From an optimization exercise on the open Yosys and OpenROAD flow, aimed at small area, a short achievable clock period and few clock cycles per item; shortcuts taken in it are not production practice. In this exercise RTL edits were held to simulation tests only and were not proved equivalent to the original. No activity file was given, so power comes from the tool's default toggle rates.

Design tx_zc_phase_gen, start of the top module:
module tx_zc_phase_gen #(
    parameter int NZC_W  = tx_zc_pkg::ZC_NZC_W_DEF,
    parameter int OUT_W  = tx_zc_pkg::ZC_OUT_W_DEF,
    parameter int INV_W  = tx_zc_pkg::ZC_INV_W_DEF,
    parameter int PH_W   = NZC_W + 5
) (
    input  logic             sys_clk,
    input  logic             rst,
    input  logic             start,
    input  logic             abort,
    input  logic [NZC_W-1:0] zc_N_zc,
    input  logic [NZC_W-1:0] zc_len,
    input  logic [NZC_W-1:0] zc_start_index,
    input  logic [PH_W-1:0]  zc_Q,
    input  logic [PH_W-1:0]  zc_P,
    input  logic [INV_W-1:0] zc_inv_T,
    input  logic             theta_ready,
    output logic             theta_valid,
    output logic [OUT_W-1:0] theta_data,
    output logic             theta_last,
    output logic             busy,
    output logic             cfg_err
);
    logic        r_busy, r_idle, r_cfg_err;
    logic        r_ph_q2;    
    logic        r_ph_e0;    
    logic        r_ph_run;   
    logic        r_ph_w1;    
    logic        r_ph_w2;    
    logic        r_ph_w3;    
    logic        r_s1_valid, r_s1_last, r_s2_valid, r_s2_last, r_out_valid, r_out_last;
    logic [11:0] r_out_data;
    logic [11:0] r_nzc;          
    logic [13:0] r_t3;           
    logic [16:0] r_q;            
    logic [16:0] r_p;            
    logic [17:0] r_inv;          
    logic [11:0] r_rem;          
    logic [11:0] r_skip;         
    logic [11:0]        r_mc;    
    logic               r_wrap;  
    logic               r_usep;  
    logic signed [16:0] r_th;    
    logic [16:0]        r_e;     
    logic [4:0]         r_z;     
    logic [4:0]         r_pm;    
    logic [13:0] w_3n;
    logic [14:0] w_qc_a, w_qc_b, w_qc_s, w_qc_c, w_qc_r;
    logic [14:0] w_pc_s, w_pc_c, w_pc_r;
    logic [15:0] w_q2_a, w_q2_b, w_q2_s, w_q2_c, w_q2x;
    logic        w_cfg_ok, w_accept, w_adv, w_step, w_done, w_last_step;
    logic [16:0] w_t, w_half;
    logic [16:0] w_q2;
  ...
clock: 8.0 ns
lec_check: 0
cap_margin: 5
core_margin: 2
core_utilization: 40
cts_buf_list: sky130_fd_sc_hd__clkbuf_8
cts_cluster_diameter: 70
cts_cluster_size: 24
setup_slack_margin: 4.4
slew_margin: 5
tns_end_percent: 10
standard.sh (not shown) runs the stock make flow with config.mk's settings and CLKGATE_MAP_FILE= SYNTH_SCRIPT=/design/flow/synth_recipe.tcl, a recipe that flattens the netlist after the stock synthesis.
==> flow/flow/run.sh <==
#!/bin/bash
# The standard layout, with the ports buffered by buf_1 cells instead of the
# default choice of buffer cell.
set -euo pipefail
export BUFFER_PORTS_ARGS="-buffer_cell sky130_fd_sc_hd__buf_1"
bash standard.sh > standard.log 2>&1
The starting point produced a clean layout.
Testbench counts at the start, summed over its fixed seeds: cycles 47,060, items 46,621.
==> next run, changes <==
--- a/flow/config.mk
+++ b/flow/config.mk
@@ -10,7 +10,7 @@
 export CORE_UTILIZATION = 40
 export CTS_BUF_LIST = sky130_fd_sc_hd__clkbuf_8
-export CTS_CLUSTER_DIAMETER = 70
-export CTS_CLUSTER_SIZE = 24
-export SETUP_SLACK_MARGIN = 4.4
+export CTS_CLUSTER_DIAMETER = 60
+export CTS_CLUSTER_SIZE = 20
+export SETUP_SLACK_MARGIN = 4.7
 export SLEW_MARGIN = 5
 export TNS_END_PERCENT = 10
What happened:
- non-clock buffer count rises by 43
- core utilization came out higher by 1.5 points
- final area rises by 3.3%
- synthesized area stays the same
- sequential cell count stays the same
- global-route usage is higher by 0.65 points
- setup slack got worse by 3.3 ps
- clock power rises by about 20%
- die area is unchanged
- count of clock-buffer cells in the layout climbs by 8
- total power rose by 4.3%
==> next run, changes <==
--- a/flow/config.mk
+++ b/flow/config.mk
@@ -12,5 +12,5 @@
 export CTS_CLUSTER_DIAMETER = 60
 export CTS_CLUSTER_SIZE = 20
-export SETUP_SLACK_MARGIN = 4.7
+export SETUP_SLACK_MARGIN = 4.5
 export SLEW_MARGIN = 5
-export TNS_END_PERCENT = 10
+export TNS_END_PERCENT = 5
The new run finished with timing, DRC and antenna clean.
Setup slack got worse by 38 ps.
Clock power hardly moves.
Via count shrinks by 1.4%.
Register-to-register slack gains 30 ps.
Final area falls by 2.4%.
Hold slack hardly moves.
Power falls by 1.8%.
Die area stays the same.
Flip-flop and latch count is unchanged.
Fmax drops by 1.1%.
Wire length is lower by 2.4%.

## xenon
tx_zc_phase_gen, a different RTL version from the one above (not shown whole).
Size in the first run: about 2800 cells after synthesis, roughly 270 flip-flops, roughly 110 I/O pins, roughly 0.027 mm^2 of cells after synthesis.
==> flow/design.v (excerpt) <==
module tx_zc_phase_gen #(
    parameter int NZC_W  = tx_zc_pkg::ZC_NZC_W_DEF,
    parameter int OUT_W  = tx_zc_pkg::ZC_OUT_W_DEF,
    parameter int INV_W  = tx_zc_pkg::ZC_INV_W_DEF,
    parameter int PH_W   = NZC_W + 5
) (
    input  logic             sys_clk,
    input  logic             rst,
    input  logic             start,
    input  logic             abort,
    input  logic [NZC_W-1:0] zc_N_zc,
    input  logic [NZC_W-1:0] zc_len,
    input  logic [NZC_W-1:0] zc_start_index,
    input  logic [PH_W-1:0]  zc_Q,
    input  logic [PH_W-1:0]  zc_P,
    input  logic [INV_W-1:0] zc_inv_T,
    input  logic             theta_ready,
    output logic             theta_valid,
    output logic [OUT_W-1:0] theta_data,
    output logic             theta_last,
    output logic             busy,
    output logic             cfg_err
);
==> flow/config.mk <==
export PLATFORM = sky130hd
export DESIGN_NAME = tx_zc_phase_gen
export DESIGN_NICKNAME = tx_zc_phase_gen
export VERILOG_FILES = /design/flow/design.v
export SDC_FILE = /design/flow/constraint.sdc
export NUM_CORES = 4
export LEC_CHECK = 0
export CAP_MARGIN = 20
export CORE_MARGIN = 2
export CORE_UTILIZATION = 40
export SETUP_SLACK_MARGIN = 4.0
export SLEW_MARGIN = 20
==> flow/constraint.sdc <==
create_clock -name core_clock -period 8.0 [get_ports {sys_clk}]
set_input_delay 1.6000 -clock core_clock [delete_from_list [all_inputs] [get_ports {sys_clk}]]
set_output_delay 1.6000 -clock core_clock [all_outputs]
set_load 0.01 [all_outputs]
==> flow/flow/run.sh <==
#!/bin/bash
# The standard layout, with the ports buffered by buf_2 cells instead of the
# default choice of buffer cell.
set -euo pipefail
export BUFFER_PORTS_ARGS="-buffer_cell sky130_fd_sc_hd__buf_2"
bash standard.sh > standard.log 2>&1
Testbench counts of xenon, summed over its fixed seeds: cycles 47,060, items 46,621.
Changes in cedar relative to xenon:
Settings: CORE_UTILIZATION: 40 -> 60; PLACE_DENSITY: unset -> 0.75; CTS_CLUSTER_DIAMETER: unset -> 60; CTS_CLUSTER_SIZE: unset -> 20; CTS_BUF_LIST: unset -> sky130_fd_sc_hd__clkbuf_8.
Results
- Taking xenon over cedar, the final cell count ratio works out to 1.08.
- Sequential cell area share: lower on xenon
- cedar finished every stage and its layout cleared the timing, design-rule and antenna checks.
- Per the final summary, xenon finished and its layout is clean on timing, DRC and antenna.
- cedar vs xenon, critical path data required time went up by 130 ps.
--- input diff cedar..ember ---
Settings: removing PLACE_DENSITY (formerly 0.75); changing CORE_UTILIZATION from 60 to 40.
Notes after the runs:
The higher starting utilization of the core area of ember and cedar is in cedar.
Part of the total power dissipated in combinational logic was higher in the run labelled cedar.
ember vs cedar — leakage power climbed slightly
Re final global-route overflow total: no difference whatsoever between cedar and ember.
In the final reports, the cell area of ember is larger than that of cedar.
The lower minimum setup slack among reg-to-reg paths came out of cedar.
Relative area change from synthesis to final layout: ember vs cedar up 1.6 points
The highest metal layer used by the detailed router comes out met5 in one run and met4 in the other, namely in ember and cedar respectively.
NOTE count of plain and timing-repair buffers cedar->ember increased slightly
Total power draw in ember is 1.8% higher than in cedar
The higher via count of ember and cedar is in cedar.
#### Input delta (maple over ember)
Settings: CTS_BUF_LIST no longer set, was sky130_fd_sc_hd__clkbuf_8; CORE_UTILIZATION now 65, was 40; CTS_CLUSTER_DIAMETER no longer set, was 60; CTS_CLUSTER_SIZE no longer set, was 20.
==> flow/run.sh (new file) <==
#!/bin/bash
# synth_recipe.tcl (not shown) runs the flow's synth.tcl, then flattens the netlist and writes it again
# the make line also repeats each setting of config.mk as NAME=value (left out here)
make -C /OpenROAD-flow-scripts/flow DESIGN_CONFIG=/design/flow/config.mk WORK_HOME=/design/flow/orfs CLKGATE_MAP_FILE= SYNTH_SCRIPT=/design/flow/synth_recipe.tcl finish
removed: flow/flow/run.sh
removed: flow/standard.sh
Findings:
- Of the two candidates, ember has the worse global-route wire length before repair and maple the better one.
- Where power of the clock network is concerned, ember is better than maple.
- Between ember and maple, worst slew margin relative to its limit increased.
- Summary of maple over ember: length of routed met3 wiring grew by about 33%; number of tap instances lost 38%.
The following lists how indigo was set up differently from maple:
Settings: GPL_TIMING_DRIVEN: unset -> 1; CTS_CLUSTER_SIZE: unset -> 20; CTS_CLUSTER_DIAMETER: unset -> 60; CORE_UTILIZATION: 65 -> 40; CTS_BUF_LIST: unset -> sky130_fd_sc_hd__clkbuf_8.
==> flow/flow/run.sh (new file) <==
#!/bin/bash
# The standard layout, with the ports buffered by buf_2 cells instead of the
# default choice of buffer cell.
set -euo pipefail
export BUFFER_PORTS_ARGS="-buffer_cell sky130_fd_sc_hd__buf_2"
bash standard.sh > standard.log 2>&1
==> flow/standard.sh (new file) <==
#!/bin/bash
# synth_recipe.tcl (not shown) runs the flow's synth.tcl, then flattens the netlist and writes it again
# the make line also repeats each setting of config.mk as NAME=value (left out here)
make -C /OpenROAD-flow-scripts/flow DESIGN_CONFIG=/design/flow/config.mk WORK_HOME=/design/flow/orfs CLKGATE_MAP_FILE= SYNTH_SCRIPT=/design/flow/synth_recipe.tcl "${@:-finish}"
removed: flow/run.sh
Notes after the runs:
Relative to maple, indigo improves worst-case vdd ir drop. Sort indigo and maple by hold slack desc -> top: maple. ~same period utilization in indigo and maple. Cell with the biggest individual delay on the critical path = fa_1: indigo; cell with the biggest individual delay on the critical path = o41ai_4: maple. Between indigo and maple, the area after synthesis figures differ only marginally. Comparing maple against indigo, there is no change at all in number of hold buffers added after cts. Delta (indigo minus maple): buffer count excluding the clock tree in the final layout increased by 2.3% relative to the old numbers, well-tap cell count picked up an extra 334, combinational power down about 2%. Total power of indigo is lower than that of maple. Post-route DRC violation count: maple vs indigo identical.

port drivers added, routing unchanged:
In the flow no input, the clock included, has a driving cell. The finished layouts below were timed again as built, in two steps. Step 1 (the two cells are an assumption about what drives the block):
set clk [get_ports {sys_clk}]
set_driving_cell -lib_cell sky130_fd_sc_hd__clkbuf_16 $clk
set_driving_cell -lib_cell sky130_fd_sc_hd__buf_2 [delete_from_list [all_inputs] $clk]
Step 2, shift: input delay + t, output delay - t, t = (earliest + latest rising clock arrival at the registers) / 2. This alone moves slack from input paths to output paths. Three values: ideal ports, drivers, drivers and shift; two values: the first two.
run | t, ns | slack for setup (ns) | hold slack, ns | worst data-port slew with drivers (ns) | pins driven straight from the clock port
the first run of note 1 | 0.734 | 4.424 / 4.439 / 3.724 | 0.456 / 0.456 / 0.456 | 0.07 | 1
the second run of note 1 | 0.681 | 4.421 / 4.419 / 3.737 | 0.445 / 0.445 / 0.445 | 0.07 | 1
the third run of note 1 | 0.682 | 4.382 / 4.416 / 3.734 | 0.444 / 0.444 / 0.444 | 0.07 | 1
xenon | 0.603 | 4.063 / 4.063 / 3.579 | 0.434 / 0.434 / 0.434 | 0.05 | 1
cedar | 0.712 | 4.027 / 4.027 / 3.630 | 0.460 / 0.460 / 0.460 | 0.04 | 1
ember | 0.671 | 4.074 / 4.074 / 3.489 | 0.450 / 0.450 / 0.450 | 0.05 | 1
maple | 0.616 | 4.062 / 4.062 / 3.583 | 0.453 / 0.453 / 0.453 | 0.06 | 1
indigo | 0.671 | 4.074 / 4.074 / 3.489 | 0.450 / 0.450 / 0.450 | 0.05 | 1
After both steps every run listed still meets setup and hold. For the first run of note 1, which loses most, drivers alone change the setup slack by +0.015 ns; drivers and shift together by -0.700 ns.
